Context: an optimization exercise on an open-source flow, tuned for small area. The choices shown serve that exercise and are no tape-out recipe. In this exercise RTL edits were held to simulation tests only and were not proved equivalent to the original. Power and IR drop assume default switching activity.

==> flow/design.v <==
`default_nettype none
package map_pkg;
    localparam int screen_width = 640;
    localparam int upper_bound  = 20;
    localparam int lower_bound  = 460;
    localparam int scroll_speed = 4;
    localparam int min_width  = 20;
    localparam int max_width  = 80;
    localparam int min_height = 20;
    localparam int max_height = 150;
    localparam int min_gap    = 80;
    localparam int max_gap    = 180;
    localparam int delete_margin = -100;
    localparam int offscreen_x = 700;
    localparam int offscreen_y = 500;
endpackage
`default_nettype wire
`timescale 1ns/100ps
`default_nettype none
module obstacle_generator (
    input  wire        clk,
    input  wire        rst_n,
    output logic [5:0] shape_wr,    
    output logic [8:0] shape_y,     
    output logic [8:0] shape_yd,    
    output logic [5:0] shape_gap    
);
    logic [31:0] lfsr;
    always_ff @(posedge clk or negedge rst_n) begin
        if (!rst_n) lfsr <= 32'h2;
        else        lfsr <= {1'b0, lfsr[31:1]} ^ (lfsr[0] ? 32'h8020_0003 : 32'h0);
    end
    logic [5:0] wb;
    logic [1:0] wa;
    logic       wwrap;
    logic [2:0] wn;      
    logic [3:0] w3n;     
    assign wb = lfsr[5:0];
    assign wa = lfsr[7:6];
    always_comb begin
        case (wa)
            2'd0: wwrap = wb >= 6'd61;
            2'd1: wwrap = wb >= 6'd58;
            2'd2: wwrap = wb >= 6'd55;
            default: wwrap = wb >= 6'd52;
        endcase
        wn = {1'b0, wa} + {2'b0, wwrap};
        w3n = {1'b0, wn} + {wn, 1'b0};
    end
    map_rca #(6) u_w (.a(wb), .b({2'b0, w3n}), .ci(1'b0), .s(shape_wr), .co());
    logic [7:0] vh;
    logic       hge;
    logic [7:0] h;
    assign vh  = lfsr[15:8];
    assign hge = vh[7] && vh[6:0] >= 7'd3;
    map_rca #(8) u_h (.a(vh), .b(hge ? 8'd145 : 8'd20), .ci(1'b0), .s(h), .co());
    logic [9:0] s;       
    logic       wrap;
    logic [8:0] ym;
    map_rca #(9) u_s (.a(lfsr[31:23]), .b({1'b0, h}), .ci(1'b0), .s(s[8:0]), .co(s[9]));
    assign wrap = s >= 10'd441;
    assign ym   = wrap ? s[8:0] : lfsr[31:23];
    map_rca #(9) u_y  (.a(ym), .b(wrap ? 9'd91 : 9'd20), .ci(1'b0), .s(shape_y), .co());
    map_rca #(9) u_yd (.a(shape_y), .b({1'b0, h}), .ci(1'b0), .s(shape_yd), .co());
    logic [6:0] vg;
    logic       gge;
    logic [7:0] gc;
    logic [7:0] ge;
    assign vg  = lfsr[22:16];
    assign gge = lfsr[23] ? vg >= 7'd74 : vg >= 7'd101;
    always_comb begin
        case ({lfsr[23], gge})
            2'b00:   gc = 8'd83;
            2'b01:   gc = 8'd238;
            2'b10:   gc = 8'd110;
            default: gc = 8'd9;
        endcase
    end
    map_rca #(8) u_ge (.a({1'b0, vg}), .b(gc), .ci(1'b0), .s(ge), .co());
    assign shape_gap = ge[7:2];
endmodule
`default_nettype wire
`timescale 1ns/100ps
`default_nettype none
module obstacle_field #(
    parameter int num_obstacles = 10,
    parameter int score_limit   = 9999
) (
    input  wire                         clk,
    input  wire                         rst_n,
    input  wire  [1:0]                  mode,
    input  wire  [5:0]                  shape_wr,
    input  wire  [8:0]                  shape_y,
    input  wire  [8:0]                  shape_yd,
    input  wire  [5:0]                  shape_gap,
    output logic [num_obstacles*38-1:0] boxes,
    output logic [13:0]                 score
);
    localparam int n = num_obstacles;
    localparam logic [13:0] limit = 14'(score_limit);
    logic       run_q, idle_q;         
    logic [5:0] wait_q;                
    logic [13:0] score_q;
    logic [n-1:0] act_q;
    logic [7:0] pn_q [n];              
    logic [5:0] wr_q [n];              
    logic [8:0] yn_q [n];
    logic [8:0] ydn_q[n];
    logic [n-1:0] spawn;
    logic [n-1:0] del;
    logic [n-1:0] act_d;
    logic [5:0]   wait_d;
    logic         free_seen;
    always_comb begin
        free_seen = 1'b0;
        for (int i = 0; i < n; i++) begin
            spawn[i]  = run_q && wait_q == 6'd0 && !act_q[i] && !free_seen;
            free_seen = free_seen | !act_q[i];
        end
    end
    genvar g;
    generate
        for (g = 0; g < n; g++) begin : slot
            logic       vis;
            logic [7:0] p;       
            logic [7:0] pn_inc;
            logic [4:0] k;       
            logic [8:0] pr;      
            assign p = ~pn_q[g];
            assign k = {1'b0, wr_q[g][5:2]} + 5'd5;
            map_rca #(9) u_pr (.a({p[7] & p[6], p}), .b({4'd0, k}), .ci(1'b0), .s(pr), .co());
            map_rca #(8) u_pn (.a(pn_q[g]), .b(8'd0), .ci(run_q), .s(pn_inc), .co());
            assign del[g] = run_q && act_q[g] && $signed(pr) <= -26;
            assign vis = act_q[g] && !(p[7] && (p[6] || p[5]));
            assign boxes[g*38 +: 38] = vis ?
                {p, 2'b00, pr[7:0], wr_q[g][1:0], ~yn_q[g], ~ydn_q[g]} :
                {10'd700, 10'd700, 9'd500, 9'd500};
            assign act_d[g] = idle_q ? 1'b0 : (spawn[g] | (act_q[g] & !del[g]));
            always_ff @(posedge clk) begin
                if (spawn[g]) begin
                    wr_q[g]  <= shape_wr;
                    yn_q[g]  <= ~shape_y;
                    ydn_q[g] <= ~shape_yd;
                end
                pn_q[g] <= spawn[g] ? ~8'd160 : pn_inc;
            end
        end
    endgenerate
    always_comb begin
        if (idle_q) begin
            score  = '0;
            wait_d = 6'd20;
        end else if (run_q) begin
            score  = (|del && !(&(score_q | ~limit))) ? score_q + 14'd1 : score_q;
            wait_d = (wait_q != 6'd0) ? wait_q - 6'd1 : shape_gap;
        end else begin
            score  = score_q;
            wait_d = wait_q;
        end
    end
    always_ff @(posedge clk or negedge rst_n) begin
        if (!rst_n) begin
            run_q  <= 1'b0;
            idle_q <= 1'b1;
            act_q  <= '0;
        end else begin
            run_q  <= mode == 2'd1;
            idle_q <= mode == 2'd0;
            act_q  <= act_d;
        end
    end
    always_ff @(posedge clk) begin
        wait_q  <= wait_d;
        score_q <= score;
    end
endmodule
`default_nettype wire
`timescale 1ns/100ps
`default_nettype none
module map_rca #(
    parameter int W = 8
) (
    input  wire  [W-1:0] a,
    input  wire  [W-1:0] b,
    input  wire          ci,
    output logic [W-1:0] s,
    output logic         co
);
    logic [W:0] c;
    always_comb begin
        c[0] = ci;
        for (int i = 0; i < W; i++) begin
            s[i]   = a[i] ^ b[i] ^ c[i];
            c[i+1] = (a[i] & b[i]) | (a[i] & c[i]) | (b[i] & c[i]);
        end
        co = c[W];
    end
endmodule
`default_nettype wire
`timescale 1ns/100ps
`default_nettype none
module map #(
    parameter int num_obstacles = 10,
    parameter int score_limit   = 9999
) (
    input  wire                         clk,
    input  wire                         rst_n,
    input  wire  [1:0]                  mode,
    output logic [num_obstacles*38-1:0] boxes,
    output logic [13:0]                 score
);
    logic [5:0] shape_wr;
    logic [8:0] shape_y;
    logic [8:0] shape_yd;
    logic [5:0] shape_gap;
    obstacle_generator u_generator (
        .clk       (clk),
        .rst_n     (rst_n),
        .shape_wr  (shape_wr),
        .shape_y   (shape_y),
        .shape_yd  (shape_yd),
        .shape_gap (shape_gap)
    );
    obstacle_field #(
        .num_obstacles (num_obstacles),
        .score_limit   (score_limit)
    ) u_field (
        .clk       (clk),
        .rst_n     (rst_n),
        .mode      (mode),
        .shape_wr  (shape_wr),
        .shape_y   (shape_y),
        .shape_yd  (shape_yd),
        .shape_gap (shape_gap),
        .boxes     (boxes),
        .score     (score)
    );
endmodule
`default_nettype wire
clock: 100.0 ns
lec_check: 0
cap_margin: 20
core_margin: 2
core_utilization: 40
slew_margin: 20
standard.sh (not shown) runs the stock make flow with config.mk's settings and CLKGATE_MAP_FILE= SYNTH_SCRIPT=/design/flow/synth_recipe.tcl, a recipe that flattens the netlist after the stock synthesis.
==> flow/flow/run.sh <==
#!/bin/bash
# Standard ORFS layout (the standard.sh and its synthesis script) with
# changes that only affect area:
#  - synthesis maps the logic with an area-oriented ABC script
#    (flow/abc_area.script) in place of ORFS's speed script; everything else
#    in synthesis, the registers included, is the standard one;
#  - port buffers use the smallest buffer (buf_1) instead of the default
#    delay-buffer cell; every input and output port still gets a buffer;
#  - CTS builds the tree from clkbuf_4 cells in small clusters, without dummy loads.
# Each step's full output goes to a log file in this folder.
set -euo pipefail
here=$(pwd)
rm -rf "$here/scripts_area"
cp -r "$FLOW_HOME/scripts" "$here/scripts_area"
cp "$here/flow/abc_area.script" "$here/scripts_area/abc_speed.script"
export BUFFER_PORTS_ARGS="-buffer_cell sky130_fd_sc_hd__buf_1"
export CTS_ARGS="-sink_clustering_enable -repair_clock_nets -sink_clustering_size 10 -sink_clustering_max_diameter 40 -buf_list sky130_fd_sc_hd__clkbuf_4 -dont_use_dummy_load"
bash ./standard.sh synth SCRIPTS_DIR="$here/scripts_area" > synth.log 2>&1 || { tail -50 synth.log; exit 1; }
bash ./standard.sh finish > layout.log 2>&1 || { tail -50 layout.log; exit 1; }
tail -5 layout.log
==> flow/flow/abc_area.script <==
strash
ifraig
scorr
dc2
strash
&get -n
&dch -f
&nf -R 1000
&put
strash
dc2
&get -n
&dch -f
&nf -R 1000
&put
topo
The starting point completed without violations.
Change:
==> flow/run.sh (new file) <==
#!/bin/bash
# synth_recipe.tcl (not shown) runs the flow's synth.tcl, then flattens the netlist and writes it again
# the make line also repeats each setting of config.mk as NAME=value (left out here)
make -C /OpenROAD-flow-scripts/flow DESIGN_CONFIG=/design/flow/config.mk WORK_HOME=/design/flow/orfs CLKGATE_MAP_FILE= SYNTH_SCRIPT=/design/flow/synth_recipe.tcl finish
removed: flow/flow/run.sh
removed: flow/flow/abc_area.script
removed: flow/standard.sh
Global-route usage came out higher by 0.98 points.
Cell area rose by 18%.
Core utilization went up by 7.0 points.
Total power goes up by about 30%.
Count of clock-buffer cells in the layout went down by 1.
Via count climbs by about 0.56%.
Routed wire length climbs by about 6%.
Synthesized area rises by 3.1%.
Change:
==> flow/flow/run.sh (new file) <==
#!/bin/bash
# Standard ORFS layout (the standard.sh and its synthesis script) with
# changes that only affect area:
#  - synthesis maps the logic with an area-oriented ABC script
#    (flow/abc_area.script) in place of ORFS's speed script; everything else
#    in synthesis, the registers included, is the standard one;
#  - port buffers use the smallest buffer (buf_1) instead of the default
#    delay-buffer cell; every input and output port still gets a buffer;
#  - CTS builds the tree from clkbuf_4 cells in small clusters, without dummy loads;
#  - the constant-0 outputs share one tie cell instead of one tie cell each.
# Each step's full output goes to a log file in this folder.
set -euo pipefail
here=$(pwd)
rm -rf "$here/scripts_area"
cp -r "$FLOW_HOME/scripts" "$here/scripts_area"
cp "$here/flow/abc_area.script" "$here/scripts_area/abc_speed.script"
export BUFFER_PORTS_ARGS="-buffer_cell sky130_fd_sc_hd__buf_1"
export SKIP_REPAIR_TIE_FANOUT=1
export CTS_ARGS="-sink_clustering_enable -repair_clock_nets -sink_clustering_size 10 -sink_clustering_max_diameter 40 -buf_list sky130_fd_sc_hd__clkbuf_4 -dont_use_dummy_load"
bash ./standard.sh synth SCRIPTS_DIR="$here/scripts_area" > synth.log 2>&1 || { tail -50 synth.log; exit 1; }
bash ./standard.sh finish > layout.log 2>&1 || { tail -50 layout.log; exit 1; }
tail -5 layout.log
==> flow/flow/abc_area.script (new file) <==
strash
ifraig
scorr
dc2
strash
&get -n
&dch -f
&nf -R 1000
&put
strash
dc2
&get -n
&dch -f
&nf -R 1000
&put
topo
==> flow/standard.sh (new file) <==
#!/bin/bash
# synth_recipe.tcl (not shown) runs the flow's synth.tcl, then flattens the netlist and writes it again
# the make line also repeats each setting of config.mk as NAME=value (left out here)
make -C /OpenROAD-flow-scripts/flow DESIGN_CONFIG=/design/flow/config.mk WORK_HOME=/design/flow/orfs CLKGATE_MAP_FILE= SYNTH_SCRIPT=/design/flow/synth_recipe.tcl "${@:-finish}"
removed: flow/run.sh
Power came out lower by 23%.
Hold slack improved by 0.0040 ns.
Worst setup slack got worse by 1.1 ns.
Cell count came out lower by 2.5%.
Synthesized cell count came out lower by 4.2%.
Fmax came out lower by 4.0%.
Global-route usage came out lower by 1.1 points.
Via count came out lower by 0.38%.
Wire length came out lower by 6.0%.

static timing again, ports no longer ideal:
In the flow no input, the clock included, has a driving cell. The finished layouts below were timed again as built, in two steps. Step 1, drivers: a clkbuf_16 drives clk and a buf_2 each remaining input, both assumed. Step 2 moves the port delays by t, midway between the first and last clock arrival at a register: inputs arrive t later, outputs are due t later. That takes back most of the time a late clock gives input paths. a / b / c = ideal ports / drivers / drivers and shift; a / b = the first two.
| run | t, ns | setup slack, ns | worst hold slack (ns) | latest minus earliest clock arrival (ns) | worst slew at a driven data input, ns |
|---|---|---|---|---|---|
| the first run | 0.846 | 73.209 / 73.159 / 74.005 | 0.392 / 0.392 / 0.392 | 0.107 / 0.107 | 0.03 |
| the second run | 0.622 | 74.305 / 74.255 / 74.877 | 0.377 / 0.377 / 0.377 | 0.016 / 0.016 | 0.05 |
| the third run | 0.845 | 73.233 / 73.179 / 74.023 | 0.381 / 0.381 / 0.381 | 0.089 / 0.089 | 0.03 |
After both steps setup and hold are still met in every run listed.
